Source: an optimization exercise on an open RTL-to-GDS flow (aim: small area, a short achievable clock period and few clock cycles). Production flows keep margins and buffers that such runs may drop.
Only simulation tests tie the RTL to the original design; equivalence was not proved.
No activity file was given, so power comes from the tool's default toggle rates.

File: design/flow/design.v
package conv_pkg;
  localparam int CONV_H_W    = 6;
  localparam int CONV_CH_W   = 7;
  localparam int CONV_HK_W   = 3;
  localparam int CONV_ADDR_W = 20;
  typedef enum logic [1:0] {
    ST_IDLE  = 2'd0,
    ST_SETUP = 2'd1,
    ST_RUN   = 2'd2,
    ST_DONE  = 2'd3
  } state_e;
  localparam logic STRIDE_1 = 1'b0;
  localparam logic STRIDE_2 = 1'b1;
  localparam logic PAD_OFF  = 1'b0;
  localparam logic PAD_SAME = 1'b1;
  function automatic logic [15:0] out_dim(input logic [15:0] n, input logic [15:0] k,
                                          input logic [15:0] p, input logic s2);
    logic [15:0] span;
    span = n + p + p - k;
    out_dim = (span >> s2) + 16'd1;
  endfunction
endpackage
module conv_loop_ctr #(
  parameter int W = 8
) (
  input  logic         clk,
  input  logic         rst_n,
  input  logic         clr,
  input  logic         step,
  input  logic         cin,
  input  logic [W-1:0] limit,
  output logic [W-1:0] cnt,
  output logic         cout
);
  logic [W-1:0] cnt_q, cnt_d;
  logic         wrap;
  assign wrap = (cnt_q == limit);
  assign cout = cin & wrap;
  assign cnt  = cnt_q;
  always_comb begin
    cnt_d = cnt_q;
    if (clr) begin
      cnt_d = '0;
    end else if (step && cin) begin
      cnt_d = wrap ? '0 : cnt_q + 1'b1;
    end
  end
  always_ff @(posedge clk or negedge rst_n) begin
    if (!rst_n) cnt_q <= '0;
    else        cnt_q <= cnt_d;
  end
endmodule
module conv_loop_sequencer #(
  parameter int H_W    = conv_pkg::CONV_H_W,
  parameter int CH_W   = conv_pkg::CONV_CH_W,
  parameter int HK_W   = conv_pkg::CONV_HK_W,
  parameter int ADDR_W = conv_pkg::CONV_ADDR_W
) (
  input  logic              clk,
  input  logic              rst_n,
  input  logic              en,
  input  logic              start,
  input  logic [H_W-1:0]    H,
  input  logic [H_W-1:0]    W,
  input  logic [CH_W-1:0]   C,
  input  logic [CH_W-1:0]   K,
  input  logic [HK_W-1:0]   hk,
  input  logic              stride2,
  input  logic              pad_en,
  output logic              busy,
  output logic              cfg_err,
  output logic              m_valid,
  input  logic              m_ready,
  output logic [ADDR_W-1:0] act_addr,
  output logic [ADDR_W-1:0] wgt_addr,
  output logic [ADDR_W-1:0] out_addr,
  output logic              pad_zero,
  output logic              acc_first,
  output logic              acc_last,
  output logic              done
);
  logic        busy_q, setup_q, run_q, done_q, cfg_err_q;
  logic [5:0]  h_q, w_q;
  logic [6:0]  cm_q;                
  logic [6:0]  kd_q;                
  logic [1:0]  h2_q;                
  logic        hk0_q, s2_q, pad_q;
  logic [2:0]  ss_q;
  logic [12:0] dc_q;                
  logic [18:0] a_q;
  logic [12:0] p_q;
  logic [19:0] wgt_q, wb_q;
  logic [18:0] out_q;
  logic [2:0]  kx_q, ky_q;
  logic [6:0]  c_q;
  logic [7:0]  ix_q, iy_q;
  logic        pz_q, af_q, al_q;
  logic        kxw_q, kyw_q, cw_q, oxw_q, oyw_q, kw_q;
  logic ld;
  assign ld = en & (setup_q | (run_q & m_ready));
  logic [1:0]  pp;
  logic [2:0]  hkm1;
  logic [12:0] nw1, nw2;
  logic [12:0] p0, dy, doy, ds;
  logic [7:0]  pneg, dwrap, dstep, tx, ty, wy, toy;
  logic        bx, by, cfg_bad, h_lt, w_lt;
  assign pp    = pad_q ? h2_q : 2'd0;
  assign hkm1  = {h2_q, 1'b0};
  assign bx    = s2_q & ~w_q[0];
  assign by    = s2_q & ~h_q[0];
  assign ds    = s2_q ? 13'd2 : 13'd1;
  always_comb begin
    case (h2_q)                                    
      2'd0:    dwrap = 8'd0;
      2'd1:    dwrap = 8'hFE;
      2'd2:    dwrap = 8'hFC;
      default: dwrap = 8'hFA;
    endcase
    case ({h2_q, s2_q})                            
      3'd0:    dstep = 8'd1;
      3'd1:    dstep = 8'd2;
      3'd2:    dstep = 8'hFF;
      3'd3:    dstep = 8'd0;
      3'd4:    dstep = 8'hFD;
      3'd5:    dstep = 8'hFE;
      3'd6:    dstep = 8'hFB;
      default: dstep = 8'hFC;
    endcase
    case (pp)                                      
      2'd0:    pneg = 8'd0;
      2'd1:    pneg = 8'hFF;
      2'd2:    pneg = 8'hFE;
      default: pneg = 8'hFD;
    endcase
    case ({pp, bx})                                
      3'd0:    tx = 8'hFF;
      3'd1:    tx = 8'hFE;
      3'd2:    tx = 8'd0;
      3'd3:    tx = 8'hFF;
      3'd4:    tx = 8'd1;
      3'd5:    tx = 8'd0;
      3'd6:    tx = 8'd2;
      default: tx = 8'd1;
    endcase
    case ({pp, by})
      3'd0:    ty = 8'hFF;
      3'd1:    ty = 8'hFE;
      3'd2:    ty = 8'd0;
      3'd3:    ty = 8'hFF;
      3'd4:    ty = 8'd1;
      3'd5:    ty = 8'd0;
      3'd6:    ty = 8'd2;
      default: ty = 8'd1;
    endcase
  end
  assign nw1   = {7'h7F, ~w_q};                                        
  assign nw2   = {6'h3F, ~w_q, 1'b0};                                  
  assign p0    = (pad_q & h2_q[0] ? nw1 : 13'd0) + (pad_q & h2_q[1] ? nw2 : 13'd0);   
  assign wy    = {2'b00, w_q} + dwrap;                                 
  assign dy    = {{5{wy[7]}}, wy};
  assign toy   = {5'd0, (pad_q ? 2'd0 : h2_q), bx} + 8'd1;
  assign doy   = {5'd0, (s2_q ? {2'b00, w_q} : 8'd0) + toy};
  assign h_lt    = (h_q[5:3] == 3'd0) & (h_q[2:0] <= hkm1);            
  assign w_lt    = (w_q[5:3] == 3'd0) & (w_q[2:0] <= hkm1);
  assign cfg_bad = ~hk0_q | (h_q == 6'd0) | (w_q == 6'd0) | (cm_q == 7'd0) | (kd_q == 7'd0) |
                   (~pad_q & (h_lt | w_lt));
  logic be, kstep, lastb, fkx, fky, fc, fox, foy, acc_end;
  assign fkx   = kxw_q | setup_q;
  assign fky   = kyw_q | setup_q;
  assign fc    = cw_q  | setup_q;
  assign fox   = oxw_q | setup_q;
  assign foy   = oyw_q | setup_q;
  assign be    = al_q  | setup_q;
  assign kstep = be & fox & foy;
  assign lastb = al_q & oxw_q & oyw_q & kw_q;
  assign acc_end = setup_q & (ss_q == 3'd7);
  logic [18:0] a_n, out_n;
  logic [12:0] p_n;
  logic [19:0] wgt_n, wb_n, wgt_inc;
  logic [2:0]  kx_n, ky_n;
  logic [6:0]  c_n, kd_n;
  logic [7:0]  ix_n, iy_n;
  logic [12:0] da;
  logic [18:0] a_sum, op1;
  logic        kxw_n, kyw_n, cw_n;
  logic [7:0]  ex, ey, ixd, iyd;
  always_comb begin
    kx_n  = fkx ? 3'd0 : kx_q + 3'd1;
    ky_n  = fkx ? (fky ? 3'd0 : ky_q + 3'd1) : ky_q;
    c_n   = (fkx & fky) ? (fc ? 7'd0 : c_q + 7'd1) : c_q;
    kxw_n = (kx_n == hkm1);
    kyw_n = (ky_n == hkm1);
    cw_n  = (c_n == cm_q);
    ixd   = !fkx ? 8'd1 : (!be ? dwrap : dstep);
    ix_n  = (be & fox) ? pneg : ix_q + ixd;
    iyd   = !fky ? 8'd1 : ((!be | !fox) ? dwrap : dstep);
    iy_n  = !fkx ? iy_q : (kstep ? pneg : iy_q + iyd);
    if (setup_q) begin
      op1 = (ss_q == 3'd0) ? 19'd0 : (ss_q[2] & ss_q[1]) ? a_q : {a_q[17:0], 1'b0};
      da  = ms_b;
    end else if (be) begin
      op1 = {{6{p_q[12]}}, p_q};
      da  = oxw_q ? doy : ds;
    end else begin
      op1 = a_q;
      da  = !kxw_q ? 13'd1 : (!kyw_q ? dy : dc_q);
    end
    a_sum = op1 + {{6{da[12]}}, da};
    a_n   = (setup_q ? acc_end : kstep) ? {{6{p0[12]}}, p0} : a_sum;
    p_n   = be ? a_n[12:0] : p_q;
    wgt_inc = wgt_q + 20'd1;
    wgt_n = setup_q ? 20'd0 : (be & !kstep) ? wb_q : wgt_inc;
    wb_n  = setup_q ? 20'd0 : kstep ? wgt_inc : wb_q;
    out_n = setup_q ? 19'd0 : be ? out_q + 19'd1 : out_q;
    ex    = ix_n - {2'b00, w_q};       
    ey    = iy_n - {2'b00, h_q};
    kd_n  = (~setup_q & al_q & oxw_q & oyw_q) ? kd_q - 7'd1 : kd_q;
  end
  logic [12:0] ms_b;
  always_comb begin
    if (ss_q == 3'd6)      ms_b = h2_q[0] ? nw2 : 13'd0;
    else if (ss_q == 3'd7) ms_b = h2_q[1] ? {nw2[11:0], 1'b0} : 13'd0;
    else                   ms_b = h_q[3'd5 - ss_q] ? {7'd0, w_q} : 13'd0;
  end
  always_ff @(posedge clk or negedge rst_n) begin
    if (!rst_n) begin
      busy_q    <= 1'b0;
      setup_q   <= 1'b0;
      run_q     <= 1'b0;
      done_q    <= 1'b0;
      cfg_err_q <= 1'b0;
    end else if (en) begin
      if (!busy_q) begin
        if (start) begin
          busy_q  <= 1'b1;
          setup_q <= 1'b1;
        end
      end else if (setup_q) begin
        if (ss_q == 3'd0) begin
          cfg_err_q <= cfg_bad;
          if (cfg_bad) begin
            busy_q  <= 1'b0;
            setup_q <= 1'b0;
          end
        end else if (ss_q == 3'd7) begin
          setup_q <= 1'b0;
          run_q   <= 1'b1;
        end
      end else if (run_q) begin
        if (m_ready && lastb) begin
          run_q  <= 1'b0;
          done_q <= 1'b1;
        end
      end else begin
        done_q <= 1'b0;
        busy_q <= 1'b0;
      end
    end
  end
  always_ff @(posedge clk) begin
    if (!busy_q) begin
      h_q   <= H;
      w_q   <= W;
      h2_q  <= hk[2:1];
      hk0_q <= hk[0];
      s2_q  <= stride2;
      pad_q <= pad_en;
    end
  end
  always_ff @(posedge clk) begin
    if (!busy_q)
      cm_q <= C;
    else if (en && setup_q && ss_q == 3'd0)
      cm_q <= cm_q - 7'd1;
  end
  always_ff @(posedge clk) begin
    if (!busy_q)
      ss_q <= 3'd0;
    else if (en && setup_q)
      ss_q <= ss_q + 3'd1;
  end
  always_ff @(posedge clk) begin
    if (en && acc_end)
      dc_q <= a_sum[12:0];
  end
  always_ff @(posedge clk) begin
    if (!busy_q)
      kd_q <= K;
    else if (ld)
      kd_q <= kd_n;
  end
  always_ff @(posedge clk) begin
    if (ld) begin
      a_q   <= a_n;
      p_q   <= p_n;
      wgt_q <= wgt_n;
      wb_q  <= wb_n;
      out_q <= out_n;
      kx_q  <= kx_n;
      ky_q  <= ky_n;
      c_q   <= c_n;
      ix_q  <= ix_n;
      iy_q  <= iy_n;
      pz_q  <= ix_n[7] | ~ex[7] | iy_n[7] | ~ey[7];
      af_q  <= be;
      kxw_q <= kxw_n;
      kyw_q <= kyw_n;
      cw_q  <= cw_n;
      al_q  <= kxw_n & kyw_n & cw_n;
      oxw_q <= (ex == tx);
      oyw_q <= (ey == ty);
      kw_q  <= (kd_n == 7'd1);
    end
  end
  assign busy      = busy_q;
  assign cfg_err   = cfg_err_q;
  assign m_valid   = run_q;
  assign done      = done_q;
  assign pad_zero  = pz_q;
  assign act_addr  = {1'b0, a_q & {19{~pz_q}}};
  assign wgt_addr  = wgt_q;
  assign out_addr  = {1'b0, out_q};
  assign acc_first = af_q;
  assign acc_last  = al_q;
endmodule
File: design/flow/flow/run.sh
#!/bin/bash
set -euo pipefail
bash standard.sh SETUP_SLACK_MARGIN=8.8 finish > standard_finish.log 2>&1
File: design/flow/standard.sh
#!/bin/bash
# synth_recipe.tcl (not shown) runs the flow's synth.tcl, then flattens the netlist and writes it again
# the make line also repeats each setting of config.mk as NAME=value (left out here)
make -C /OpenROAD-flow-scripts/flow DESIGN_CONFIG=/design/flow/config.mk WORK_HOME=/design/flow/orfs CLKGATE_MAP_FILE= SYNTH_SCRIPT=/design/flow/synth_recipe.tcl "${@:-finish}"
File: design/flow/config.mk
export PLATFORM = sky130hd
export DESIGN_NAME = conv_loop_sequencer
export DESIGN_NICKNAME = conv_loop_sequencer
export VERILOG_FILES = /design/flow/design.v
export SDC_FILE = /design/flow/constraint.sdc
export NUM_CORES = 4
export LEC_CHECK = 0
export CAP_MARGIN = 20
export CORE_MARGIN = 2
export CORE_UTILIZATION = 60
export SLEW_MARGIN = 20
File: design/flow/constraint.sdc
create_clock -name core_clock -period 13.0 [get_ports {clk}]
set_input_delay 2.6000 -clock core_clock [delete_from_list [all_inputs] [get_ports {clk}]]
set_output_delay 2.6000 -clock core_clock [all_outputs]
set_load 0.01 [all_outputs]
==> results.json, run 1 <==
{
  "status": "timing/DRC/antenna clean",
  "antenna_found_initial": 0,
  "cts_inserted_buffers": 17,
  "total_leakage_power_nw": 5.96,
  "crit_path_end_kind": "flip-flop",
  "yosysSeqAreaShare_pct": 44.1,
  "io_pins": 103,
  "setup_viol": 0,
  "portBuffers": 100,
  "drc": 0,
  "power.switching_mw": 2.08,
  "pwr-share-comb_pct": 63.8,
  "synth_ff_type": "edfxtp_1",
  "ys_warn_count": 1,
  "synth_compound_area_share_pct": 14.7,
  "synth_cell_types": 74,
  "route.vias.total": 10300,
  "cp.arrival_ps": 4710,
  "clock_path_buffers": 2,
  "synth_cells": 1261,
  "synthAdderAreaFrac_pct": 10.1,
  "grt_util_all_layers_pct": 29.3,
  "fmax_ghz": 0.225,
  "ir_drop_uv": 229,
  "clock_skew_ps": 11.0,
  "synth.avg_cell_area_sq_um": 9.66,
  "core_sq_mm": 0.0201,
  "rows": 52,
  "cts.sink_count": 181,
  "timing.setup.tns_ps": 0,
  "cp-start-kind": "flip-flop",
  "slew_headroom_pct": 41.4,
  "postRouteAntennaNets": 0,
  "async_flop_share_pct": 2.76,
  "p_seq_share_pct": 25.4,
  "syn_area_sq_mm": 0.0122,
  "switching_share_pct": 44.3,
  "cts_htree_levels": 4,
  "grt_pass1_wl_um": 49600,
  "crit_fanout": 40,
  "p_per_area_mw_per_mm2": 308,
  "grt_pass1_vias": 9728,
  "synth_top_family_by_area": "simple AND/OR/NAND/NOR gates",
  "dieWidth_um": 147,
  "gp_congestion": 0.916,
  "syn_to_final_growth_pct": 24.8,
  "post_drt_wl_per_cell_um": 18.8,
  "finalMaxSlewViolations": 0,
  "drt_wl_total_um": 32200,
  "drive_gt1_share_pct": 16.4,
  "initialDrtViolationCount": 871,
  "cts_tree": "yes",
  "r2r_setup_slack_ps": 8550,
  "clockRootBuffer": "clkbuf_16",
  "netlist.area_leader.share_pct": 42.6,
  "path_class": "reg2reg",
  "synth_edf_count": 173,
  "start_util_pct": 60.6,
  "grt_max_degree": 42,
  "hold_violations": 0,
  "grt_setup_unrepaired": "true",
  "min_period_over_period_pct": 34.2,
  "place_area_sq_mm": 0.0134,
  "nNetsFinal": 1558,
  "synth_simple_gate_area_share_pct": 17.4,
  "synth_area_leaders": "edfxtp_1, ha_1, nor2_1",
  "intPower_mw": 2.61,
  "synth_xor_area_share_pct": 8.41,
  "maxCapViolCount": 0,
  "design_area_sq_mm": 0.0152,
  "die_y_um": 147,
  "insertion_delay_ps": 450,
  "hpwl_um": 20600,
  "ys_seq_elements": 181,
  "hp-class": "reg2reg",
  "grt_overflow": 0,
  "dr.pass1.iters": 5,
  "clkTransAtPathRegs_ps": 80,
  "yosys.area.top_type": "edfxtp_1",
  "cp.required_ps": 13260,
  "p_clk_share_pct": 10.8,
  "num_antenna_cells": 0,
  "worst_pin_slew_ps": 874,
  "via_per_inst": 6.03,
  "period_minus_slack_ps": 4450,
  "die_area_sq_mm": 0.0215,
  "synthMuxAreaShare_pct": 1.32
}
## worst max-delay path, stage by stage (launching register included)
cell       delay [ps]
dfrtp_2           440
buf_16            210
or2_4             330
o21ai_0           170
ha_2              290
fa_2              450
nand2_1            80
nand2_2            70
ha_1              280
nor2b_4           130
o21ai_2           170
a21oi_2            90
o21ai_2           140
nand2b_1          120
a211oi_2          240
ha_2              320
and4b_1           260
nand3_1           100
a2111oi_2         370
## area by class of cell
| class | count | area, sq um |
|---|---|---|
| Tap cell | 270 | 338 |
| Timing Repair Buffer | 199 | 1870 |
| Sequential cell | 181 | 5380 |
| Clock inverter | 15 | 139 |
| Fill cell | 1375 | 4890 |
| Inverter | 63 | 253 |
| Multi-Input combinational cell | 965 | 6800 |
| Timing Repair inverter | 1 | 7.51 |
| Clock buffer | 17 | 425 |
## power by group through the flow
stage | combinational [mW] | sequential (mW) | clock, mW
CTS | 2.67 | 1.18 | 0.513
finish | 2.99 | 1.19 | 0.508
global placement | 2.24 | 1.22 | 0
detailed placement | 2.29 | 1.22 | 0
global route | 3.24 | 1.21 | 0.536
floorplan | 1.77 | 1.15 | 0
## synth_stat cells, drive strengths merged, types with 5 or more instances
library cell,instances
ha,86
nand4,14
mux2,7
o21bai,8
xnor2,59
o21a,6
nor3,29
mux2i,6
nor2b,37
clkbuf,38
o21ai,64
inv,62
o22ai,25
a211oi,26
a21oi,87
and3,15
or4,5
and2,6
dfrtp,5
a31oi,11
a21o,22
fa,8
or2,6
nand3,31
xor2,58
nand2b,19
buf,15
edfxtp,173
nand2,94
or3,6
nor3b,5
nor2,172
## cells in the final DEF, fill, tap and decap left out, drive strengths merged, types with 6 or more instances in the layout
cell type / Yosys / final
inv: 62 / 67
mux2: 7 / 7
o21ai: 64 / 64
clkinvlp: 0 / 7
o21a: 6 / 6
or2: 6 / 6
nand2: 94 / 94
xor2: 58 / 58
nand2b: 19 / 19
dlygate4sd2: 0 / 15
or3: 6 / 6
nand4: 14 / 14
a211oi: 26 / 26
ha: 86 / 86
nor2: 172 / 172
and2: 6 / 6
nand3: 31 / 31
a21oi: 87 / 87
nor3: 29 / 29
buf: 15 / 98
xnor2: 59 / 59
nor2b: 37 / 37
a31oi: 11 / 11
fa: 8 / 8
clkbuf: 38 / 18
edfxtp: 173 / 173
o21bai: 8 / 8
o22ai: 25 / 25
and3: 15 / 15
mux2i: 6 / 6
clkdlybuf4s50: 0 / 81
a21o: 22 / 22
## layer usage
| metal | global-route usage [%] | up-vias | routed length, um |
|---|---|---|---|
| li1 | - | 4865 | - |
| met1 | 38.4 | 4926 | 13500 |
| met4 | 10.6 | 0 | 976 |
| met5 | 0 | - | 0 |
| met2 | 49.7 | 440 | 15600 |
| met3 | 4.59 | 82 | 2140 |
## path summary, 6_finish.rpt
kind                         start  endpoint  depth (start not counted)
max                        setup_q     oxw_q                         18
min reg2reg                ss_q[2]   ss_q[2]                          2
min                        ss_q[2]   ss_q[2]                          2
max in group asynchronous    rst_n   setup_q                          1
min in group asynchronous    rst_n    busy_q                          1
max reg2reg                setup_q     oxw_q                         18
## registers in the layout (all words and copies together), names as in the netlist, 2 cells and up
name,flops
p_q,13
out_q,19
w_q,6
wb_q,20
h2_q,2
ix_q,8
ss_q,3
cm_q,7
wgt_q,20
kx_q,3
iy_q,8
a_q,19
dc_q,13
ky_q,3
c_q,7
h_q,6
kd_q,7
## repair_timing
action,4_1_cts,5_1_grt
pin swaps,37,50
hold buffers,0,0
gates resized for setup,86,60
endpoints found under the setup margin,145,69
buffers inserted,70,17
cloned,2,0
## cell families after synthesis
family | after synthesis
compound gates | 286
xor+xnor | 117
fa+ha+maj | 94
buf+inv | 116
flops | 181
mux | 14
other cells | 1
simple gates | 452
## stage by stage
step / instances / setup slack (ps) / hold WS, ps / power (mW) / utilization, %
finish: 1711 / 8550 / 512 / 4.68 / 75.7
global route: 1711 / 8390 / 534 / 4.99 / 75.7
CTS: 1694 / 8800 / 510 / 4.37 / 73.8
detailed placement: 1590 / 7580 / 500 / 3.51 / 66.9
global placement: 1590 / 7720 / 494 / 3.46 / 66.9
floorplan: 1262 / 8680 / 473 / 2.92 / -
Testbench counts, summed over its fixed seeds: cycles 1,324,508.
==> run 2: changes to the inputs <==
==> design/flow/flow/run.sh (replaced) <==
#!/bin/bash
set -euo pipefail
bash standard.sh SETUP_SLACK_MARGIN=8.4 "BUFFER_PORTS_ARGS=-buffer_cell sky130_fd_sc_hd__buf_4" finish > standard_finish.log 2>&1
--- a/design/flow/config.mk
+++ b/design/flow/config.mk
@@ -7,5 +7,7 @@
 export LEC_CHECK = 0
 export CAP_MARGIN = 20
 export CORE_MARGIN = 2
-export CORE_UTILIZATION = 60
+export CORE_UTILIZATION = 70
+export CTS_BUF_LIST = sky130_fd_sc_hd__clkbuf_8
+export CTS_CLUSTER_SIZE = 40
 export SLEW_MARGIN = 20
==> run 2 against run 1 <==
Compared with the run above: total power shrank 12%; sequential cell count is the same; synthesized cell count is the same; routed wire length shrank 4.7%; clock skew grew 2.9 ps; register-to-register slack lost 70 ps; utilization grew 6.4 points; critical path type unchanged.
==> results.json, run 2 <==
{
  "status": "timing/DRC/antenna clean",
  "ys_top_cells_by_count": "edfxtp_1, nor2_1, nand2_1, a21oi_1, ha_1",
  "crit_path_end_kind": "flip-flop",
  "cts_tree": "yes",
  "syn_area_sq_mm": 0.0122,
  "hpwl_um": 20800,
  "clockRootBuffer": "clkbuf_8",
  "reg_top3": "wb_q x20, wgt_q x20",
  "start_util_pct": 70.9,
  "p_per_area_mw_per_mm2": 293,
  "synth_cell_types": 74,
  "clock_path_buffers": 2,
  "synth.avg_cell_area_sq_um": 9.66,
  "hp-class": "reg2reg",
  "layout_commonest_cell": "edfxtp_1",
  "path_cells": "nand2b_1 -> ha_1 -> fa_1 -> inv_1 -> a21oi_1 -> nor3_1 -> o22ai_1 -> a21oi_2 -> ha_4 -> a21o_1 -> a21o_1 -> a21o_1 -> or4_1 -> o211ai_1 -> buf_4 -> xor2_1 -> o21ai_0",
  "dr.pass1.iters": 6,
  "portBuffers": 100,
  "crit_fanout": 8,
  "grt_util_all_layers_pct": 32.6,
  "clkTransAtPathRegs_ps": 100,
  "grt_setup_unrepaired": "false",
  "layout_common_cells": "edfxtp_1, nor2_1, buf_4",
  "cpMaxStageDelayCell": "edfxtp_1",
  "io_pins": 103,
  "synth_area_leaders": "edfxtp_1, ha_1, nor2_1",
  "grt_pass1_wl_um": 47100,
  "drive_gt1_share_pct": 18.0,
  "total_leakage_power_nw": 5.65,
  "postRouteAntennaNets": 0,
  "critPathTopFamily": "compound AO/OA/AOI/OAI gates",
  "synth_edf_count": 173,
  "rows": 48,
  "finalPower_mw": 4.14,
  "maxCapViolCount": 0,
  "crit_buf_inv": 2,
  "cp-start-kind": "flip-flop",
  "die_y_um": 136,
  "worst_pin_slew_ps": 1010,
  "yosysSeqAreaShare_pct": 44.1,
  "grt_pass1_vias": 9484,
  "path_class": "reg2reg",
  "fmax_ghz": 0.221,
  "synth_cells": 1261,
  "grt_max_degree": 73,
  "drc": 0,
  "dieWidth_um": 136,
  "core_sq_mm": 0.0172,
  "period_minus_slack_ps": 4530,
  "cts.sink_count": 181,
  "async_flop_share_pct": 2.76,
  "cp.required_ps": 13220,
  "cts_inserted_buffers": 17,
  "setup_viol": 0,
  "synth_ff_type": "edfxtp_1",
  "route.vias.total": 10200,
  "initialDrtViolationCount": 1166,
  "cp_common_cell": "a21o_1",
  "insertion_delay_ps": 480,
  "drt_wl_total_um": 30700,
  "ir_drop_uv": 309,
  "finalMaxSlewViolations": 0,
  "yosys.area.top_type": "edfxtp_1",
  "cts_htree_levels": 4,
  "clock_skew_ps": 13.9,
  "cpPeakStageDelay_ps": 600,
  "grt_overflow": 0,
  "slew_headroom_pct": 32.8,
  "ys_warn_count": 1,
  "netlist.area_leader.share_pct": 42.6,
  "nNetsFinal": 1515,
  "via_per_inst": 6.28,
  "ys_seq_elements": 181,
  "yosysMostFrequentCell": "edfxtp_1",
  "hold_violations": 0,
  "cp.arrival_ps": 4750,
  "die_area_sq_mm": 0.0185,
  "gp_congestion": 0.925,
  "min_period_over_period_pct": 34.8,
  "antenna_found_initial": 0,
  "timing.setup.tns_ps": 0,
  "cts_hold_buf": 0,
  "post_drt_wl_per_cell_um": 18.9,
  "syn_to_final_growth_pct": 15.7,
  "num_antenna_cells": 0
}
==> run 2: stage by stage <==
| step | hold slack (ps) | std cells | instance area (sq um) | setup WS (ps) | utilization [%] |
|---|---|---|---|---|---|
| after floorplan | 473 | 1262 | 12200 | 8500 | - |
| after global placement | 491 | 1544 | 13100 | 7760 | 76.1 |
| after detailed placement | 502 | 1544 | 13100 | 7560 | 76.1 |
| after CTS | 528 | 1581 | 13600 | 8330 | 79.0 |
| after global routing | 561 | 1623 | 14100 | 8330 | 82.1 |
| final | 523 | 1623 | 14100 | 8470 | 82.1 |
==> run 2: cells by family after synthesis <==
family | Yosys count | share of synthesized area [%]
multiplexers | 14 | 1.32
adder cells (fa/ha/maj) | 94 | 10.1
XOR/XNOR | 117 | 8.41
other | 1 | 0.0308
flip-flops | 181 | 44.1
AO/OA/AOI/OAI | 286 | 14.7
AND/OR/NAND/NOR | 452 | 17.4
buffers and inverters | 116 | 3.84
==> run 2: area by class of cell <==
class,instances,area (sq um)
clock buffer,17,234
clock inverter,15,165
fill,1070,3080
inverter,63,255
multi-input combinational,965,6540
sequential,181,5380
tap,225,282
timing repair buffer,157,1230
==> run 2: report_power, final <==
group / leakage (nW) / total, mW / internal, mW / switching [mW]
Clock: 0.198 / 0.398 / 0.176 / 0.223
Sequential: 1.72 / 1.22 / 1.01 / 0.205
Combinational: 3.73 / 2.52 / 1.05 / 1.46
==> run 2: metal layers <==
| layer | track usage (%) | vias to the layer above | routed length (um) |
|---|---|---|---|
| met3 | 4.33 | 70 | 2400 |
| met5 | 0 | - | 0 |
| met4 | 12.9 | 0 | 915 |
| met1 | 44.6 | 4827 | 12700 |
| met2 | 53.1 | 521 | 14700 |
| li1 | - | 4777 | - |
==> run 2: worst paths after layout <==
path	startpoint	endpoint	slack, ps	depth (start not counted)
worst max-delay path	s2_q	a_q[15]	8470	17
worst min-delay path	cfg_err_q	cfg_err_q	520	1
worst max register to register	s2_q	a_q[15]	8470	17
worst min register to register	cfg_err_q	cfg_err_q	520	1
max in group asynchronous	rst_n	setup_q	10980	1
min in group asynchronous	rst_n	cfg_err_q	1910	1
==> run 2: what timing repair did <==
action / CTS / global route
endpoints found under the setup margin: 30 / 13
endpoints found under the hold margin: 0 / 0
resized for setup: 14 / 44
pin swaps: 2 / 12
setup buffers: 5 / 40
cloned: 0 / 2
==> run 3: changes to the inputs <==
--- a/design/flow/design.v
+++ b/design/flow/design.v
@@ -94,15 +94,18 @@
   logic [2:0]  kx_q, ky_q;
   logic [6:0]  c_q;
   logic [7:0]  ix_q, iy_q;
+  logic [7:0]  dy_q;
   logic        pz_q, af_q, al_q;
   logic        kxw_q, kyw_q, cw_q, oxw_q, oyw_q, kw_q;
-  logic ld;
-  assign ld = en & (setup_q | (run_q & m_ready));
+  logic accept, acc_end, ld;
+  assign accept  = en & start & ~busy_q;
+  assign acc_end = setup_q & (ss_q == 3'd7);
+  assign ld      = en & (acc_end | (run_q & m_ready));
   logic [1:0]  pp;
   logic [2:0]  hkm1;
   logic [12:0] nw1, nw2;
   logic [12:0] p0, dy, doy, ds;
-  logic [7:0]  pneg, dwrap, dstep, tx, ty, wy, toy;
+  logic [7:0]  pneg, dwrap, dstep, tx, ty, wy, toy, xlast, ylast;
   logic        bx, by, cfg_bad, h_lt, w_lt;
   assign pp    = pad_q ? h2_q : 2'd0;
   assign hkm1  = {h2_q, 1'b0};
@@ -160,41 +163,36 @@
   assign dy    = {{5{wy[7]}}, wy};
   assign toy   = {5'd0, (pad_q ? 2'd0 : h2_q), bx} + 8'd1;
   assign doy   = {5'd0, (s2_q ? {2'b00, w_q} : 8'd0) + toy};
+  assign xlast = {2'b00, w_q} + tx;                                    
+  assign ylast = {2'b00, h_q} + ty;
   assign h_lt    = (h_q[5:3] == 3'd0) & (h_q[2:0] <= hkm1);            
   assign w_lt    = (w_q[5:3] == 3'd0) & (w_q[2:0] <= hkm1);
   assign cfg_bad = ~hk0_q | (h_q == 6'd0) | (w_q == 6'd0) | (cm_q == 7'd0) | (kd_q == 7'd0) |
                    (~pad_q & (h_lt | w_lt));
-  logic be, kstep, lastb, fkx, fky, fc, fox, foy, acc_end;
-  assign fkx   = kxw_q | setup_q;
-  assign fky   = kyw_q | setup_q;
-  assign fc    = cw_q  | setup_q;
-  assign fox   = oxw_q | setup_q;
-  assign foy   = oyw_q | setup_q;
-  assign be    = al_q  | setup_q;
-  assign kstep = be & fox & foy;
-  assign lastb = al_q & oxw_q & oyw_q & kw_q;
-  assign acc_end = setup_q & (ss_q == 3'd7);
-  logic [18:0] a_n, out_n;
-  logic [12:0] p_n;
-  logic [19:0] wgt_n, wb_n, wgt_inc;
+  logic be, kstep, lastb;
+  assign be    = al_q;
+  assign kstep = al_q & oxw_q & oyw_q;
+  assign lastb = kstep & kw_q;
+  logic [18:0] a_n, a_sum, op1;
+  logic [19:0] wgt_inc;
   logic [2:0]  kx_n, ky_n;
-  logic [6:0]  c_n, kd_n;
-  logic [7:0]  ix_n, iy_n;
+  logic [6:0]  c_n;
+  logic [7:0]  ix_n, iy_n, ex_n, ey_n, ixd, iyd;
   logic [12:0] da;
-  logic [18:0] a_sum, op1;
   logic        kxw_n, kyw_n, cw_n;
-  logic [7:0]  ex, ey, ixd, iyd;
   always_comb begin
-    kx_n  = fkx ? 3'd0 : kx_q + 3'd1;
-    ky_n  = fkx ? (fky ? 3'd0 : ky_q + 3'd1) : ky_q;
-    c_n   = (fkx & fky) ? (fc ? 7'd0 : c_q + 7'd1) : c_q;
+    kx_n  = kxw_q ? 3'd0 : kx_q + 3'd1;
+    ky_n  = kxw_q ? (kyw_q ? 3'd0 : ky_q + 3'd1) : ky_q;
+    c_n   = (kxw_q & kyw_q) ? (cw_q ? 7'd0 : c_q + 7'd1) : c_q;
     kxw_n = (kx_n == hkm1);
     kyw_n = (ky_n == hkm1);
     cw_n  = (c_n == cm_q);
-    ixd   = !fkx ? 8'd1 : (!be ? dwrap : dstep);
-    ix_n  = (be & fox) ? pneg : ix_q + ixd;
-    iyd   = !fky ? 8'd1 : ((!be | !fox) ? dwrap : dstep);
-    iy_n  = !fkx ? iy_q : (kstep ? pneg : iy_q + iyd);
+    ixd   = !kxw_q ? 8'd1 : (!be ? dwrap : dstep);
+    ix_n  = (be & oxw_q) ? pneg : ix_q + ixd;
+    iyd   = !kyw_q ? 8'd1 : ((!be | !oxw_q) ? dwrap : dstep);
+    iy_n  = !kxw_q ? iy_q : (kstep ? pneg : iy_q + iyd);
+    ex_n  = ix_n - {2'b00, w_q};       
+    ey_n  = iy_n - {2'b00, h_q};
     if (setup_q) begin
       op1 = (ss_q == 3'd0) ? 19'd0 : (ss_q[2] & ss_q[1]) ? a_q : {a_q[17:0], 1'b0};
       da  = ms_b;
@@ -203,18 +201,11 @@
       da  = oxw_q ? doy : ds;
     end else begin
       op1 = a_q;
-      da  = !kxw_q ? 13'd1 : (!kyw_q ? dy : dc_q);
+      da  = !kxw_q ? 13'd1 : (!kyw_q ? {{5{dy_q[7]}}, dy_q} : dc_q);
     end
     a_sum = op1 + {{6{da[12]}}, da};
     a_n   = (setup_q ? acc_end : kstep) ? {{6{p0[12]}}, p0} : a_sum;
-    p_n   = be ? a_n[12:0] : p_q;
     wgt_inc = wgt_q + 20'd1;
-    wgt_n = setup_q ? 20'd0 : (be & !kstep) ? wb_q : wgt_inc;
-    wb_n  = setup_q ? 20'd0 : kstep ? wgt_inc : wb_q;
-    out_n = setup_q ? 19'd0 : be ? out_q + 19'd1 : out_q;
-    ex    = ix_n - {2'b00, w_q};       
-    ey    = iy_n - {2'b00, h_q};
-    kd_n  = (~setup_q & al_q & oxw_q & oyw_q) ? kd_q - 7'd1 : kd_q;
   end
   logic [12:0] ms_b;
   always_comb begin
@@ -284,32 +275,54 @@
       dc_q <= a_sum[12:0];
   end
   always_ff @(posedge clk) begin
+    if (setup_q)
+      dy_q <= wy;
+  end
+  always_ff @(posedge clk) begin
     if (!busy_q)
       kd_q <= K;
-    else if (ld)
-      kd_q <= kd_n;
+    else if (ld && kstep && !setup_q)
+      kd_q <= kd_q - 7'd1;
+  end
+  always_ff @(posedge clk) begin
+    if (accept) begin
+      kxw_q <= 1'b1;
+      kyw_q <= 1'b1;
+      cw_q  <= 1'b1;
+      oxw_q <= 1'b1;
+      oyw_q <= 1'b1;
+      al_q  <= 1'b1;
+    end else if (ld) begin
+      kxw_q <= kxw_n;
+      kyw_q <= kyw_n;
+      cw_q  <= cw_n;
+      oxw_q <= (ix_n == xlast);
+      oyw_q <= (iy_n == ylast);
+      al_q  <= kxw_n & kyw_n & cw_n;
+    end
+  end
+  always_ff @(posedge clk) begin
+    if (en && (setup_q || (run_q && m_ready)))
+      a_q <= a_n;
   end
   always_ff @(posedge clk) begin
     if (ld) begin
-      a_q   <= a_n;
-      p_q   <= p_n;
-      wgt_q <= wgt_n;
-      wb_q  <= wb_n;
-      out_q <= out_n;
+      if (be)
+        p_q <= a_n[12:0];
+      wgt_q <= setup_q ? 20'd0 : (be & ~kstep) ? wb_q : wgt_inc;
+      if (kstep) begin
+        wb_q <= setup_q ? 20'd0 : wgt_inc;
+        kw_q <= setup_q ? (kd_q == 7'd1) : (kd_q == 7'd2);
+      end
+      if (be)
+        out_q <= setup_q ? 19'd0 : out_q + 19'd1;
       kx_q  <= kx_n;
       ky_q  <= ky_n;
       c_q   <= c_n;
       ix_q  <= ix_n;
       iy_q  <= iy_n;
-      pz_q  <= ix_n[7] | ~ex[7] | iy_n[7] | ~ey[7];
+      pz_q  <= ix_n[7] | ~ex_n[7] | iy_n[7] | ~ey_n[7];
       af_q  <= be;
-      kxw_q <= kxw_n;
-      kyw_q <= kyw_n;
-      cw_q  <= cw_n;
-      al_q  <= kxw_n & kyw_n & cw_n;
-      oxw_q <= (ex == tx);
-      oyw_q <= (ey == ty);
-      kw_q  <= (kd_n == 7'd1);
     end
   end
   assign busy      = busy_q;
==> design/flow/flow/run.sh (replaced) <==
#!/bin/bash
set -euo pipefail
bash standard.sh SETUP_SLACK_MARGIN=8.8 "BUFFER_PORTS_ARGS=-buffer_cell sky130_fd_sc_hd__buf_4" finish > standard_finish.log 2>&1
==> run 3 against run 2 <==
Compared with the run above: area after synthesis is 5.1% higher; sequential power shrank 7%; clock power decreased by 3%; sequential share of layout area up 0.77 points; non-clock buffer count fell by 33; setup slack gained 480 ps; total power decreased by 12%; final cell count shrank 0.18%; via count grew 0.19%; combinational power decreased by 16%; synthesized cell count increased by 2.2%; register-to-register slack better by 480 ps.
==> results.json, run 3 <==
{
  "path_cells": "ha_1 -> mux4_2 -> nand2_1 -> a21oi_1 -> and2_1 -> a31o_2 -> ha_1 -> fa_2 -> a21o_1 -> a21oi_2 -> o21bai_2 -> a311oi_2 -> buf_4 -> o21bai_1 -> a21oi_1 -> xnor2_1 -> o21a_1",
  "drt_wl_total_um": 31100,
  "via_per_inst": 6.30,
  "num_antenna_cells": 0,
  "netlist.area_leader.share_pct": 41.0,
  "seqCellArea_sq_mm": 0.00557,
  "rows": 49,
  "synth_area_leaders": "edfxtp_1, ha_1, xnor2_1",
  "fmax_ghz": 0.247,
  "whs_ps": 479,
  "grt_pass1_vias": 10100,
  "place_area_sq_mm": 0.0137,
  "ys_top_cells_by_count": "edfxtp_1, nor2_1, a21oi_1, ha_1, nand2_1",
  "cpPeakStageDelay_ps": 450,
  "syn_area_sq_mm": 0.0128,
  "dr.pass1.iters": 5,
  "async_flop_share_pct": 2.65,
  "clkTransAtPathRegs_ps": 100,
  "cpMaxStageDelayCell": "dfxtp_1",
  "postRouteAntennaNets": 0,
  "route.vias.total": 10200,
  "core_sq_mm": 0.0180,
  "reg_top3": "wb_q x20, wgt_q x20",
  "die_area_sq_mm": 0.0194,
  "crit_fanout": 7,
  "grt_util_all_layers_pct": 31.9,
  "initialDrtViolationCount": 717,
  "io_pins": 103,
  "insertion_delay_ps": 480,
  "total_leakage_power_nw": 5.69,
  "grt_overflow": 0,
  "cts_htree_levels": 4,
  "synth.avg_cell_area_sq_um": 9.93,
  "grt_pass1_wl_um": 49900,
  "drc": 0,
  "multi_input_area_sq_mm": 0.00687,
  "syn_to_final_growth_pct": 11.6,
  "yosysMostFrequentCell": "edfxtp_1",
  "setup_viol": 0,
  "slew_headroom_pct": 40.6,
  "synth_cells": 1289,
  "finalMaxSlewViolations": 0,
  "timing.setup.tns_ps": 0,
  "ir_drop_uv": 260,
  "grt_max_degree": 86,
  "die_y_um": 139,
  "cts.sink_count": 189,
  "hp-class": "reg2reg",
  "critPathTopFamily": "compound AO/OA/AOI/OAI gates",
  "ys_seq_elements": 189,
  "cp.arrival_ps": 4270,
  "portBuffers": 100,
  "yosysSeqAreaShare_pct": 43.4,
  "cts_tree": "yes",
  "synth_ff_type": "edfxtp_1",
  "hpwl_um": 22000,
  "ys_warn_count": 1,
  "start_util_pct": 71.3,
  "design_area_sq_mm": 0.0143,
  "path_class": "reg2reg",
  "p_per_area_mw_per_mm2": 254,
  "antenna_found_initial": 0,
  "status": "timing/DRC/antenna clean",
  "maxCapViolCount": 0,
  "clockRootBuffer": "clkbuf_8",
  "fin_ws_ps": 8960,
  "drive_gt1_share_pct": 14.8,
  "cts_inserted_buffers": 17,
  "grt_setup_unrepaired": "true",
  "cts_hold_buf": 0,
  "hold_violations": 0,
  "min_period_over_period_pct": 31.1,
  "gp_congestion": 0.979,
  "pre_cts_ws_ps": 8430,
  "dieWidth_um": 139,
  "crit_buf_inv": 1,
  "fill_cells": 1204,
  "synth_cell_types": 84,
  "layout_common_cells": "edfxtp_1, nor2_1, buf_4",
  "clock_path_buffers": 2,
  "crit_path_end_kind": "flip-flop",
  "worst_pin_slew_ps": 886,
  "layout_commonest_cell": "edfxtp_1",
  "cp.required_ps": 13230,
  "nNetsFinal": 1520,
  "finalPower_mw": 3.64,
  "synth_edf_count": 175,
  "cp-start-kind": "flip-flop",
  "yosys.area.top_type": "edfxtp_1",
  "period_minus_slack_ps": 4040,
  "clock_skew_ps": 20.3,
  "post_drt_wl_per_cell_um": 19.2
}
==> run 3: worst min-delay path, stage by stage (launching register included) <==
cell,delay [ps]
dfxtp_1,340
nand2_1,50
o221ai_1,60
==> run 3: cell families after synthesis <==
family	count (synthesis)	synth area share, %
simple gates	410	15.0
compound gates	314	16.3
flops	189	43.4
buf+inv	121	3.79
xor+xnor	118	8.07
fa+ha+maj	106	10.8
mux	30	2.55
other cells	1	0.0293
==> run 3: area by class of cell <==
cell class / instances / area share, %
clock inverter: 14 / 0.875
multi-input combinational: 980 / 48.1
inverter: 66 / 1.76
sequential: 189 / 38.9
tap: 229 / 2.00
timing repair buffer: 124 / 6.59
clock buffer: 18 / 1.73
==> run 3: stage by stage <==
step | std cells | utilization, %
global placement | 1575 | 76.5
global route | 1620 | 79.6
detailed placement | 1575 | 76.5
floorplan | 1290 | -
CTS | 1619 | 79.2
finish | 1620 | 79.6
==> run 3: worst paths after layout <==
kind                          from  endpoint  slack, ps  cells past startpoint
max                        ss_q[2]   p_q[12]       8960                     17
min reg2reg                  kyw_q     kyw_q        480                      2
min                          kyw_q     kyw_q        480                      2
max reg2reg                ss_q[2]   p_q[12]       8960                     17
min in group asynchronous    rst_n    busy_q       1910                      1
max in group asynchronous    rst_n   setup_q      10970                      1
==> run 3: what timing repair did <==
action | CTS | global route
setup endpoints to repair | 29 | 18
gates cloned | 0 | 0
gates resized for setup | 4 | 17
pin swaps | 1 | 1
buffers inserted | 12 | 1
==> run 3: power breakdown <==
| group | internal (mW) | switching, mW |
|---|---|---|
| sequential | 0.983 | 0.145 |
| clock | 0.158 | 0.227 |
| combinational | 0.898 | 1.22 |
| total | 2.04 | 1.60 |
==> run 3: layer usage <==
| metal | wire length [um] | part of all wire [%] | GRT usage [%] | up-vias |
|---|---|---|---|---|
| met4 | 979 | 3.1 | 12.4 | 0 |
| met3 | 2080 | 6.7 | 3.99 | 68 |
| met5 | 0 | 0 | 0 | - |
| met1 | 13000 | 42 | 42.3 | 4860 |
| li1 | - | - | - | 4850 |
| met2 | 15100 | 48 | 53.9 | 436 |
Testbench counts of run 3, summed over its fixed seeds: cycles 1,324,508.
==> run 4: changes to the inputs <==
==> design/flow/flow/run.sh (replaced) <==
#!/bin/bash
set -euo pipefail
bash standard.sh SETUP_SLACK_MARGIN=8.8 "BUFFER_PORTS_ARGS=-buffer_cell sky130_fd_sc_hd__buf_2" finish > standard_finish.log 2>&1
==> run 4 against run 3 <==
Compared with the run above: total power shrank 0.97%; via count shrank 0.92%; routed wire length shrank 2.7%; setup slack lost 6.0 ps; global-route usage shrank 0.78 points; critical path depth is the same; area after synthesis is the same; synthesized cell count is the same; highest routed layer unchanged.
==> results.json, run 4 <==
{
  "status": "timing/DRC/antenna clean",
  "fmax_ghz": 0.247,
  "grt_pass1_vias": 9689,
  "syn_to_final_growth_pct": 9.55,
  "netlist.area_leader.share_pct": 41.0,
  "total_leakage_power_nw": 5.62,
  "timing.setup.tns_ps": 0,
  "cts.sink_count": 189,
  "layout_common_cells": "edfxtp_1, nor2_1, buf_2",
  "critPathTopFamily": "compound AO/OA/AOI/OAI gates",
  "syn_area_sq_mm": 0.0128,
  "drive_gt1_share_pct": 14.8,
  "crit_buf_inv": 3,
  "grt_overflow": 0,
  "min_period_over_period_pct": 31.2,
  "clkTransAtPathRegs_ps": 110,
  "clock_path_buffers": 2,
  "crit_fanout": 12,
  "p_seq_share_pct": 31.1,
  "p_clk_share_pct": 10.2,
  "power.switching_mw": 1.59,
  "utilization_pct": 78.1,
  "slew_headroom_pct": 28.4,
  "grt_util_all_layers_pct": 31.1,
  "period_minus_slack_ps": 4050,
  "yosysMostFrequentCell": "edfxtp_1",
  "ys_top_cells_by_count": "edfxtp_1, nor2_1, a21oi_1, ha_1, nand2_1",
  "finalMaxSlewViolations": 0,
  "cpMaxStageDelayCell": "edfxtp_1",
  "synth_area_leaders": "edfxtp_1, ha_1, xnor2_1",
  "cts_tree": "yes",
  "portBuffers": 100,
  "die_area_sq_mm": 0.0194,
  "post_drt_wl_per_cell_um": 18.7,
  "clockRootBuffer": "clkbuf_8",
  "cts_hold_buf": 0,
  "via_per_inst": 6.25,
  "die_y_um": 139,
  "cts_inserted_buffers": 17,
  "synth.avg_cell_area_sq_um": 9.93,
  "start_util_pct": 71.3,
  "antenna_found_initial": 0,
  "yosys.area.top_type": "edfxtp_1",
  "ir_drop_uv": 252,
  "hpwl_um": 21300,
  "insertion_delay_ps": 490,
  "p_per_area_mw_per_mm2": 257,
  "switching_share_pct": 44.3,
  "cpPeakStageDelay_ps": 420,
  "cts_htree_levels": 4,
  "path_cells": "buf_4 -> nand2b_1 -> inv_1 -> ha_1 -> nor2b_1 -> o21ai_0 -> nand2b_1 -> a41o_1 -> a211oi_1 -> ha_1 -> and2_1 -> a311oi_2 -> buf_4 -> o21a_1 -> o31ai_1 -> xnor2_1 -> o21ai_1",
  "synth_cells": 1289,
  "io_pins": 103,
  "dieWidth_um": 139,
  "hold_violations": 0,
  "layout_commonest_cell": "edfxtp_1",
  "fin_ws_ps": 8950,
  "postRouteAntennaNets": 0,
  "pre_cts_ws_ps": 8370,
  "dr.pass1.iters": 8,
  "synth_ff_type": "edfxtp_1",
  "grt_pass1_wl_um": 48400,
  "synth_edf_count": 175,
  "worst_pin_slew_ps": 1070,
  "yosysSeqAreaShare_pct": 43.4,
  "nNetsFinal": 1519,
  "place_inst": 1575,
  "final_cells": 1619,
  "async_flop_share_pct": 2.65,
  "rows": 49,
  "finalPower_mw": 3.60,
  "ys_seq_elements": 189,
  "path_class": "reg2reg",
  "cp.arrival_ps": 4290,
  "hp-class": "reg2reg",
  "pwr-share-comb_pct": 58.7,
  "grt_max_degree": 91,
  "num_antenna_cells": 0,
  "grt_setup_unrepaired": "true",
  "drt_wl_total_um": 30200,
  "synth_cell_types": 84,
  "initialDrtViolationCount": 768,
  "maxCapViolCount": 0,
  "intPower_mw": 2.01,
  "core_sq_mm": 0.0180,
  "clock_skew_ps": 20.2,
  "reg_top3": "wb_q x20, wgt_q x20",
  "fill_cells": 1227,
  "crit_path_end_kind": "flip-flop",
  "ys_warn_count": 1,
  "cp-start-kind": "flip-flop",
  "route.vias.total": 10100,
  "drc": 0,
  "cp.required_ps": 13240,
  "gp_congestion": 0.943,
  "setup_viol": 0
}
run 4: cell counts after synthesis:
No cell type changed its count.
run 4: final timing paths:
| kind | start | endpoint | slack [ps] | depth (start not counted) |
|---|---|---|---|---|
| worst max-delay path | h2_q[0] | a_q[16] | 8950 | 17 |
| worst min-delay path | kyw_q | kyw_q | 480 | 2 |
| worst max register to register | h2_q[0] | a_q[16] | 8950 | 17 |
| worst min register to register | kyw_q | kyw_q | 480 | 2 |
| max in group asynchronous | rst_n | setup_q | 10910 | 1 |
| min in group asynchronous | rst_n | busy_q | 1930 | 1 |
run 4: cell families after synthesis:
logic type               synth area share (%)
other                                  0.0293
AND/OR/NAND/NOR                          15.0
multiplexers                             2.55
adder cells (fa/ha/maj)                  10.8
buffers and inverters                    3.79
AO/OA/AOI/OAI                            16.3
XOR/XNOR                                 8.07
flip-flops                               43.4
run 4: cell type report:
type	instances	area [sq um]	share of cell area, %
multi-input cells	980	6870	49.0
flip-flops and latches	189	5570	39.7
inverters	66	251	1.79
clock buffers	17	234	1.67
repair buffers	123	709	5.06
well taps	229	287	2.04
clock inverters	15	111	0.794
run 4: repair_timing:
item,in CTS,in global routing
resized for setup,6,17
pin swaps,1,3
endpoints found under the setup margin,33,15
setup buffers,10,2
run 4: layer usage:
layer / global-route usage [%] / vias to the layer above / wire length (um)
li1: - / 4861 / -
met1: 42.3 / 4791 / 13000
met2: 50.5 / 409 / 14400
met3: 5.20 / 59 / 1980
met4: 12.1 / 0 / 898
met5: 0 / - / 0
run 4: worst min-delay path: cells and delay by family, from the launching register on:
family | cells | cell delay [ps]
compound gates | 1 | 60
flops | 1 | 340
simple gates | 1 | 50
run 4: power groups by stage:
stage                     Clock, mW  Sequential [mW]  Combinational (mW)
after floorplan                   0             1.09                1.59
after global placement            0             1.13                1.93
after detailed placement          0             1.13                2.00
after CTS                     0.369             1.11                2.05
after global routing          0.387             1.14                2.33
final                         0.367             1.12                2.11
run 4: per-stage QoR:
step,area [sq um],hold WS (ps)
floorplan,12900,455
global route,14000,521
CTS,13900,479
global placement,13500,449
detailed placement,13500,455
finish,14000,475
==> run 5: changes to the inputs <==
--- a/design/flow/design.v
+++ b/design/flow/design.v
@@ -92,10 +92,10 @@
   logic [19:0] wgt_q, wb_q;
   logic [18:0] out_q;
   logic [2:0]  kx_q, ky_q;
-  logic [6:0]  c_q;
+  logic [6:0]  c_q;                 
   logic [7:0]  ix_q, iy_q;
   logic [7:0]  dy_q;
-  logic        pz_q, af_q, al_q;
+  logic        pz_q, npz_q, af_q, al_q;    
   logic        kxw_q, kyw_q, cw_q, oxw_q, oyw_q, kw_q;
   logic accept, acc_end, ld;
   assign accept  = en & start & ~busy_q;
@@ -183,7 +183,7 @@
   always_comb begin
     kx_n  = kxw_q ? 3'd0 : kx_q + 3'd1;
     ky_n  = kxw_q ? (kyw_q ? 3'd0 : ky_q + 3'd1) : ky_q;
-    c_n   = (kxw_q & kyw_q) ? (cw_q ? 7'd0 : c_q + 7'd1) : c_q;
+    c_n   = (kxw_q & kyw_q) ? (cw_q ? 7'd1 : c_q + 7'd1) : c_q;
     kxw_n = (kx_n == hkm1);
     kyw_n = (ky_n == hkm1);
     cw_n  = (c_n == cm_q);
@@ -261,8 +261,6 @@
   always_ff @(posedge clk) begin
     if (!busy_q)
       cm_q <= C;
-    else if (en && setup_q && ss_q == 3'd0)
-      cm_q <= cm_q - 7'd1;
   end
   always_ff @(posedge clk) begin
     if (!busy_q)
@@ -322,6 +320,7 @@
       ix_q  <= ix_n;
       iy_q  <= iy_n;
       pz_q  <= ix_n[7] | ~ex_n[7] | iy_n[7] | ~ey_n[7];
+      npz_q <= ~(ix_n[7] | ~ex_n[7] | iy_n[7] | ~ey_n[7]);
       af_q  <= be;
     end
   end
@@ -330,7 +329,7 @@
   assign m_valid   = run_q;
   assign done      = done_q;
   assign pad_zero  = pz_q;
-  assign act_addr  = {1'b0, a_q & {19{~pz_q}}};
+  assign act_addr  = {1'b0, a_q[18:10] & {9{~pz_q}}, a_q[9:0] & {10{npz_q}}};
   assign wgt_addr  = wgt_q;
   assign out_addr  = {1'b0, out_q};
   assign acc_first = af_q;
==> design/flow/flow/run.sh (replaced) <==
#!/bin/bash
set -euo pipefail
bash standard.sh SETUP_SLACK_MARGIN=8.8 "BUFFER_PORTS_ARGS=-buffer_cell sky130_fd_sc_hd__buf_1" finish > standard_finish.log 2>&1
==> run 5 against run 4 <==
Compared with the run above: utilization grew 1.3 points; clock-buffer cell count is the same; via count fell by 2.9%; clock power up 16%; final cell count shrank 4.0%; final area is 2.1% lower; sequential share of layout area is 1.1 points higher; setup slack got worse by 46 ps; sequential power about the same; die area is 3.1% lower; area after synthesis is 3.2% lower.
==> results.json, run 5 <==
{
  "p_per_area_mw_per_mm2": 256,
  "setup_viol": 0,
  "drive_gt1_share_pct": 9.48,
  "ir_drop_uv": 187,
  "antenna_found_initial": 0,
  "ys_top_cells_by_count": "edfxtp_1, nor2_1, ha_1, nand2_1, a21oi_1",
  "fmax_ghz": 0.244,
  "grt_util_all_layers_pct": 31.5,
  "drc": 0,
  "insertion_delay_ps": 490,
  "rows": 48,
  "route.vias.total": 9826,
  "yosys.area.top_type": "edfxtp_1",
  "seqCellArea_sq_mm": 0.00560,
  "total_leakage_power_nw": 5.19,
  "netlist.area_leader.share_pct": 42.6,
  "clock_path_buffers": 2,
  "via_per_inst": 6.32,
  "syn_to_final_growth_pct": 10.8,
  "initialDrtViolationCount": 886,
  "cts.sink_count": 190,
  "synth_ff_type": "edfxtp_1",
  "gp_congestion": 0.926,
  "fill_cells": 1178,
  "clock_skew_ps": 14.8,
  "post_drt_wl_per_cell_um": 19.0,
  "async_flop_share_pct": 2.63,
  "path_class": "reg2reg",
  "maxCapViolCount": 0,
  "ys_warn_count": 1,
  "cts_inserted_buffers": 17,
  "core_sq_mm": 0.0173,
  "grt_pass1_vias": 9298,
  "crit_path_end_kind": "flip-flop",
  "synth_cells": 1217,
  "synth.avg_cell_area_sq_um": 10.2,
  "cts_htree_levels": 4,
  "cpPeakStageDelay_ps": 460,
  "hp-class": "reg2reg",
  "reg_top3": "wb_q x20, wgt_q x20",
  "critPathTopFamily": "compound AO/OA/AOI/OAI gates",
  "yosysMostFrequentCell": "edfxtp_1",
  "hold_violations": 0,
  "nNetsFinal": 1456,
  "die_y_um": 137,
  "grt_setup_unrepaired": "false",
  "hpwl_um": 20700,
  "worst_pin_slew_ps": 993,
  "grt_max_degree": 76,
  "postRouteAntennaNets": 0,
  "yosysSeqAreaShare_pct": 45.1,
  "start_util_pct": 71.7,
  "slew_headroom_pct": 33.6,
  "layout_commonest_cell": "edfxtp_1",
  "place_inst": 1506,
  "io_pins": 103,
  "die_area_sq_mm": 0.0188,
  "cp.arrival_ps": 4340,
  "synth_area_leaders": "edfxtp_1, ha_1, xnor2_1",
  "synth_edf_count": 176,
  "drt_wl_total_um": 29600,
  "timing.setup.tns_ps": 0,
  "layout_common_cells": "edfxtp_1, nor2_1, buf_1",
  "grt_pass1_wl_um": 46200,
  "portBuffers": 100,
  "final_cells": 1554,
  "cp.required_ps": 13240,
  "clkTransAtPathRegs_ps": 100,
  "cp-start-kind": "flip-flop",
  "clockRootBuffer": "clkbuf_8",
  "cts_hold_buf": 0,
  "cpMaxStageDelayCell": "edfxtp_1",
  "num_antenna_cells": 0,
  "grt_overflow": 0,
  "dr.pass1.iters": 8,
  "cts_tree": "yes",
  "finalMaxSlewViolations": 0,
  "path_cells": "buf_4 -> nand2_1 -> ha_1 -> inv_1 -> fa_1 -> a21oi_1 -> nor2_1 -> xnor2_1 -> o221a_2 -> a21oi_1 -> ha_2 -> inv_1 -> o21a_1 -> o31ai_2 -> a21oi_2 -> o21a_1 -> xnor2_1 -> mux2_2",
  "synth_cell_types": 72,
  "dieWidth_um": 137,
  "status": "timing/DRC/antenna clean",
  "multi_input_area_sq_mm": 0.00656,
  "period_minus_slack_ps": 4100,
  "crit_fanout": 11,
  "crit_buf_inv": 3,
  "min_period_over_period_pct": 31.5,
  "ys_seq_elements": 190,
  "syn_area_sq_mm": 0.0124,
  "finalPower_mw": 3.51
}
[run 5: cell types whose count changed in the layout (fill, tap and decap cells not counted), sizes merged, moves of 6 or more]
cell,previous run,this run
mux2i,21,12
nor2,152,137
nor2b,35,24
o22ai,10,4
a211oi,31,21
o22a,0,14
and2,5,17
a31oi,5,11
or3,9,3
a21oi,100,88
a21o,28,19
[run 5: per-stage QoR]
stage / hold WS (ps) / setup WS [ps] / utilization, % / area (sq um)
floorplan: 455 / 8810 / - / 12400
CTS: 517 / 8800 / 78.0 / 13500
detailed placement: 494 / 7860 / 75.0 / 13000
global placement: 493 / 8040 / 75.0 / 13000
global route: 553 / 8770 / 79.4 / 13700
finish: 516 / 8900 / 79.4 / 13700
[run 5: cell type report]
cell class | count | share of cell area (%)
multi-input combinational | 914 | 47.8
sequential | 190 | 40.8
timing repair buffer | 125 | 4.34
tap | 225 | 2.05
inverter | 68 | 1.91
clock buffer | 17 | 1.70
clock inverter | 15 | 1.43
[run 5: report_power, final]
part | internal [mW] | switching [mW] | total [mW]
Clock | 0.182 | 0.243 | 0.425
Combinational | 0.831 | 1.14 | 1.97
Sequential | 0.978 | 0.132 | 1.11
Total | 1.99 | 1.52 | 3.51
[run 5: timing repair]
action                                  CTS  global route
endpoints found under the setup margin   79            28
pin swaps                                 1             2
resized for setup                        19            37
cloned                                    0             0
buffers inserted                          5            11
endpoints found under the hold margin     0             0
[run 5: cells by family (layout without fill, tap and decap cells)]
| logic type | count (synthesis) | after routing | share of synthesized area (%) |
|---|---|---|---|
| compound gates | 286 | 286 | 15.4 |
| xor+xnor | 120 | 120 | 8.48 |
| fa+ha+maj | 104 | 104 | 11.0 |
| buf+inv | 114 | 225 | 3.54 |
| flops | 190 | 190 | 45.1 |
| mux | 26 | 26 | 2.33 |
| other cells | 1 | 2 | 0.0303 |
| simple gates | 376 | 376 | 14.1 |
[run 5: metal layers]
| layer | vias up | track usage, % | routed length [um] |
|---|---|---|---|
| met2 | 433 | 50.4 | 14000 |
| met3 | 58 | 5.63 | 2210 |
| met4 | 0 | 9.62 | 572 |
| met5 | - | 0 | 0 |
| li1 | 4641 | - | - |
| met1 | 4694 | 43.8 | 12800 |
[run 5: final timing paths]
path	startpoint	endpoint	slack, ps	cells after the start
hold / removal	done_q	done_q	520	1
min in group asynchronous	rst_n	busy_q	1950	1
setup reg to reg	w_q[0]	a_q[12]	8900	18
hold reg to reg	done_q	done_q	520	1
max in group asynchronous	rst_n	setup_q	10820	1
setup / recovery	w_q[0]	a_q[12]	8900	18
[run 5: worst register-to-register path: cells and delay by family, from the launching register on]
family                     cells  cell delay (ps)
AOI/OAI and AO/OA              7             1540
xor gates and xnor gates       2              270
adders and majority gates      3              800
buffers and inverters          3              360
DFF                            1              460
muxes                          1              270
and+or+nand+nor                2              170
Testbench counts of run 5, summed over its fixed seeds: cycles 1,324,508.
==> run 6: changes to the inputs <==
==> design/flow/run.sh (new file) <==
#!/bin/bash
# synth_recipe.tcl (not shown) runs the flow's synth.tcl, then flattens the netlist and writes it again
# the make line also repeats each setting of config.mk as NAME=value (left out here)
make -C /OpenROAD-flow-scripts/flow DESIGN_CONFIG=/design/flow/config.mk WORK_HOME=/design/flow/orfs CLKGATE_MAP_FILE= SYNTH_SCRIPT=/design/flow/synth_recipe.tcl finish
--- a/design/flow/config.mk
+++ b/design/flow/config.mk
@@ -10,4 +10,6 @@
 export CORE_UTILIZATION = 70
 export CTS_BUF_LIST = sky130_fd_sc_hd__clkbuf_8
 export CTS_CLUSTER_SIZE = 40
+export SETUP_SLACK_MARGIN = 5
 export SLEW_MARGIN = 20
+export TNS_END_PERCENT = 0
removed: design/flow/flow/run.sh
removed: design/flow/standard.sh
==> run 6 against run 5 <==
Compared with the run above: still clean; global-route usage about the same; via count decreased by 0.70%; sequential power about the same; register-to-register slack got worse by 940 ps; worst hold slack improved by 45 ps; sequential cell count unchanged; highest routed layer unchanged.
==> results.json, run 6 <==
{
  "ys_warn_count": 1,
  "synth_compound_area_share_pct": 15.4,
  "synth_xor_area_share_pct": 8.48,
  "synth_top_family_by_area": "compound AO/OA/AOI/OAI gates",
  "die_area_sq_mm": 0.0188,
  "cts.sink_count": 190,
  "maxCapViolCount": 0,
  "drt_wl_total_um": 28900,
  "cp-start-kind": "flip-flop",
  "hp-class": "reg2reg",
  "clock_path_buffers": 2,
  "cts_resized": 0,
  "hpwl_um": 21000,
  "insertion_delay_ps": 480,
  "nNetsFinal": 1438,
  "synthAdderAreaFrac_pct": 11.0,
  "syn_to_final_growth_pct": 12.4,
  "ys_top_cells_by_count": "edfxtp_1, nor2_1, ha_1, nand2_1, a21oi_1",
  "netlist.area_leader.share_pct": 42.6,
  "synth_simple_gate_area_share_pct": 14.1,
  "use_met2_pct": 51.4,
  "synth_area_leaders": "edfxtp_1, ha_1, xnor2_1",
  "drive_gt1_share_pct": 5.03,
  "post_cts_buffers": 0,
  "dr.pass1.iters": 8,
  "synth_edf_count": 176,
  "layout_common_cells": "edfxtp_1, nor2_1, clkdlybuf4s50_1",
  "grt_max_degree": 63,
  "route.vias.total": 9757,
  "cp.arrival_ps": 5260,
  "layout_commonest_cell": "edfxtp_1",
  "met1_usage_pct": 43.2,
  "min_period_over_period_pct": 38.7,
  "clockRootBuffer": "clkbuf_8",
  "synth_cells": 1217,
  "fmax_ghz": 0.199,
  "multi_input_area_sq_mm": 0.00639,
  "slew_headroom_pct": 33.3,
  "cp.required_ps": 13230,
  "ys_seq_elements": 190,
  "clock_skew_ps": 14.3,
  "num_antenna_cells": 0,
  "finalPower_mw": 3.42,
  "crit_fanout": 21,
  "total_leakage_power_nw": 5.30,
  "syn_area_sq_mm": 0.0124,
  "cts_hold_buf": 0,
  "synth.avg_cell_area_sq_um": 10.2,
  "worst_pin_slew_ps": 999,
  "grt_util_all_layers_pct": 31.4,
  "synth_cell_types": 72,
  "grt_overflow": 0,
  "ir_drop_uv": 262,
  "drc": 0,
  "clkTransAtPathRegs_ps": 90,
  "gp_congestion": 0.938,
  "seqCellArea_sq_mm": 0.00559,
  "r2r_start": "al_q",
  "postRouteAntennaNets": 0,
  "yosys.area.top_type": "edfxtp_1",
  "whs_ps": 561,
  "portBuffers": 100,
  "io_pins": 103,
  "synth_ff_type": "edfxtp_1",
  "cts_htree_levels": 4,
  "dieWidth_um": 137,
  "design_area_sq_mm": 0.0139,
  "status": "timing/DRC/antenna clean",
  "finalMaxSlewViolations": 0,
  "async_flop_share_pct": 2.63,
  "rows": 48,
  "grt.met3_usage_pct": 5.48,
  "grt_setup_unrepaired": "false",
  "path_class": "reg2reg",
  "die_y_um": 137,
  "place_area_sq_mm": 0.0136,
  "grt_pass1_vias": 9003,
  "period_minus_slack_ps": 5030,
  "via_per_inst": 6.35,
  "startpoint": "al_q",
  "start_util_pct": 71.7,
  "fill_cells": 1159,
  "core_sq_mm": 0.0173,
  "yosysMostFrequentCell": "edfxtp_1",
  "p_per_area_mw_per_mm2": 245,
  "crit_path_end_kind": "flip-flop",
  "synthMuxAreaShare_pct": 2.33,
  "grt_pass1_wl_um": 45700,
  "yosysSeqAreaShare_pct": 45.1,
  "cts_tree": "yes",
  "post_drt_wl_per_cell_um": 18.8,
  "timing.setup.tns_ps": 0,
  "antenna_found_initial": 0,
  "busiest_layer": "met2",
  "cts_inserted_buffers": 17,
  "initialDrtViolationCount": 1028,
  "reg_top3": "wb_q x20, wgt_q x20",
  "utilization_pct": 80.6,
  "hold_violations": 0,
  "setup_viol": 0,
  "holdCritStartpoint": "wb_q[19]"
}
[run 6: cell count changes in the layout (fill, tap and decap cells not counted), sizes merged]
cell           change
buf              -117
clkdlybuf4s50    +100
clkinvlp           -3
bufinv             -1
clkinv             +5
clkbuf             -1
inv                -1
[run 6: final timing paths]
path,to,slack (ps),cells past startpoint
max,pz_q,7970,16
min,wgt_q[19],560,1
max reg2reg,pz_q,7970,16
min reg2reg,wgt_q[19],560,1
max in group asynchronous,setup_q,10420,1
min in group asynchronous,busy_q,2350,1
[run 6: where the power goes]
| part | leakage (nW) | total, mW | switching [mW] | internal, mW |
|---|---|---|---|---|
| registers | 1.76 | 1.14 | 0.161 | 0.977 |
| logic | 3.36 | 1.90 | 1.08 | 0.820 |
| clock network | 0.185 | 0.380 | 0.226 | 0.154 |
[run 6: logic make-up (layout without fill, tap and decap cells)]
logic type,after synthesis,after routing
adder cells (fa/ha/maj),104,104
buffers and inverters,114,207
AND/OR/NAND/NOR,376,376
multiplexers,26,26
AO/OA/AOI/OAI,286,286
XOR/XNOR,120,120
flip-flops,190,190
other,1,2
[run 6: worst max-delay path: stages (launching register included)]
cell      delay (ps)
dfxtp_1          980
nand2_1          430
o21ai_0          280
ha_1             210
inv_1             60
fa_1             400
nand2b_1         200
a211oi_1         330
nor2_1            80
a221o_1          400
ha_1             300
o21ai_0          230
nor2_1            90
nor3_1           140
and3_1           170
o311ai_0         150
or3_1            340
[run 6: layout make-up]
| class | count | share of cell area (%) |
|---|---|---|
| multi-input cells | 914 | 45.8 |
| clock inverters | 15 | 0.969 |
| well taps | 225 | 2.02 |
| repair buffers | 107 | 7.56 |
| clock buffers | 17 | 1.68 |
| flip-flops and latches | 190 | 40.1 |
| inverters | 68 | 1.83 |
[run 6: through the flow]
step | instances | setup slack (ps)
2_1_floorplan | 1218 | 8000
3_3_place_gp | 1504 | 7950
3_5_place_dp | 1504 | 7890
4_1_cts | 1536 | 7980
5_1_grt | 1536 | 7670
6_report | 1536 | 7970
[run 6: layer usage]
metal / vias up / part of all wire [%] / wire [um]
li1: 4602 / - / -
met1: 4627 / 43 / 12300
met2: 463 / 48 / 13800
met3: 65 / 7.7 / 2220
met4: 0 / 2.0 / 582
met5: - / 0 / 0

==> static timing again, ports no longer ideal <==
How much do the figures lean on ideal ports? The routed layouts below were timed once more, with nothing changed but the port constraints. Step 1: set_driving_cell puts a clkbuf_16 on clk and a buf_2 on each other input, an assumption about the parent block. Step 2 adds t to the input delays and takes it off the output delays; t is the mean of the earliest and latest rising clock arrival at the registers after step 1. Input paths then give back, and output paths get back, about the clock's delay inside the block. Slacks: ideal / step 1 / step 2; pairs: ideal / step 1.
run	shift t [ns]	setup WS [ns]	latest minus earliest clock arrival (ns)	worst slew at a driven data input, ns	pins driven straight from the clock port
run 1	0.488	8.548 / 8.548 / 8.492	0.014 / 0.014	0.04	1
run 2	0.510	8.475 / 8.475 / 8.462	0.016 / 0.016	0.04	1
run 3	0.516	8.956 / 8.956 / 8.696	0.022 / 0.022	0.04	1
run 4	0.520	8.950 / 8.950 / 8.676	0.020 / 0.020	0.04	1
run 5	0.524	8.904 / 8.865 / 8.495	0.017 / 0.017	0.06	1
run 6	0.516	7.966 / 7.966 / 7.810	0.015 / 0.015	0.06	1
After both steps setup and hold are still met in every run listed. For run 5, which loses most, drivers alone change the setup slack by -0.039 ns; drivers and shift together by -0.409 ns.
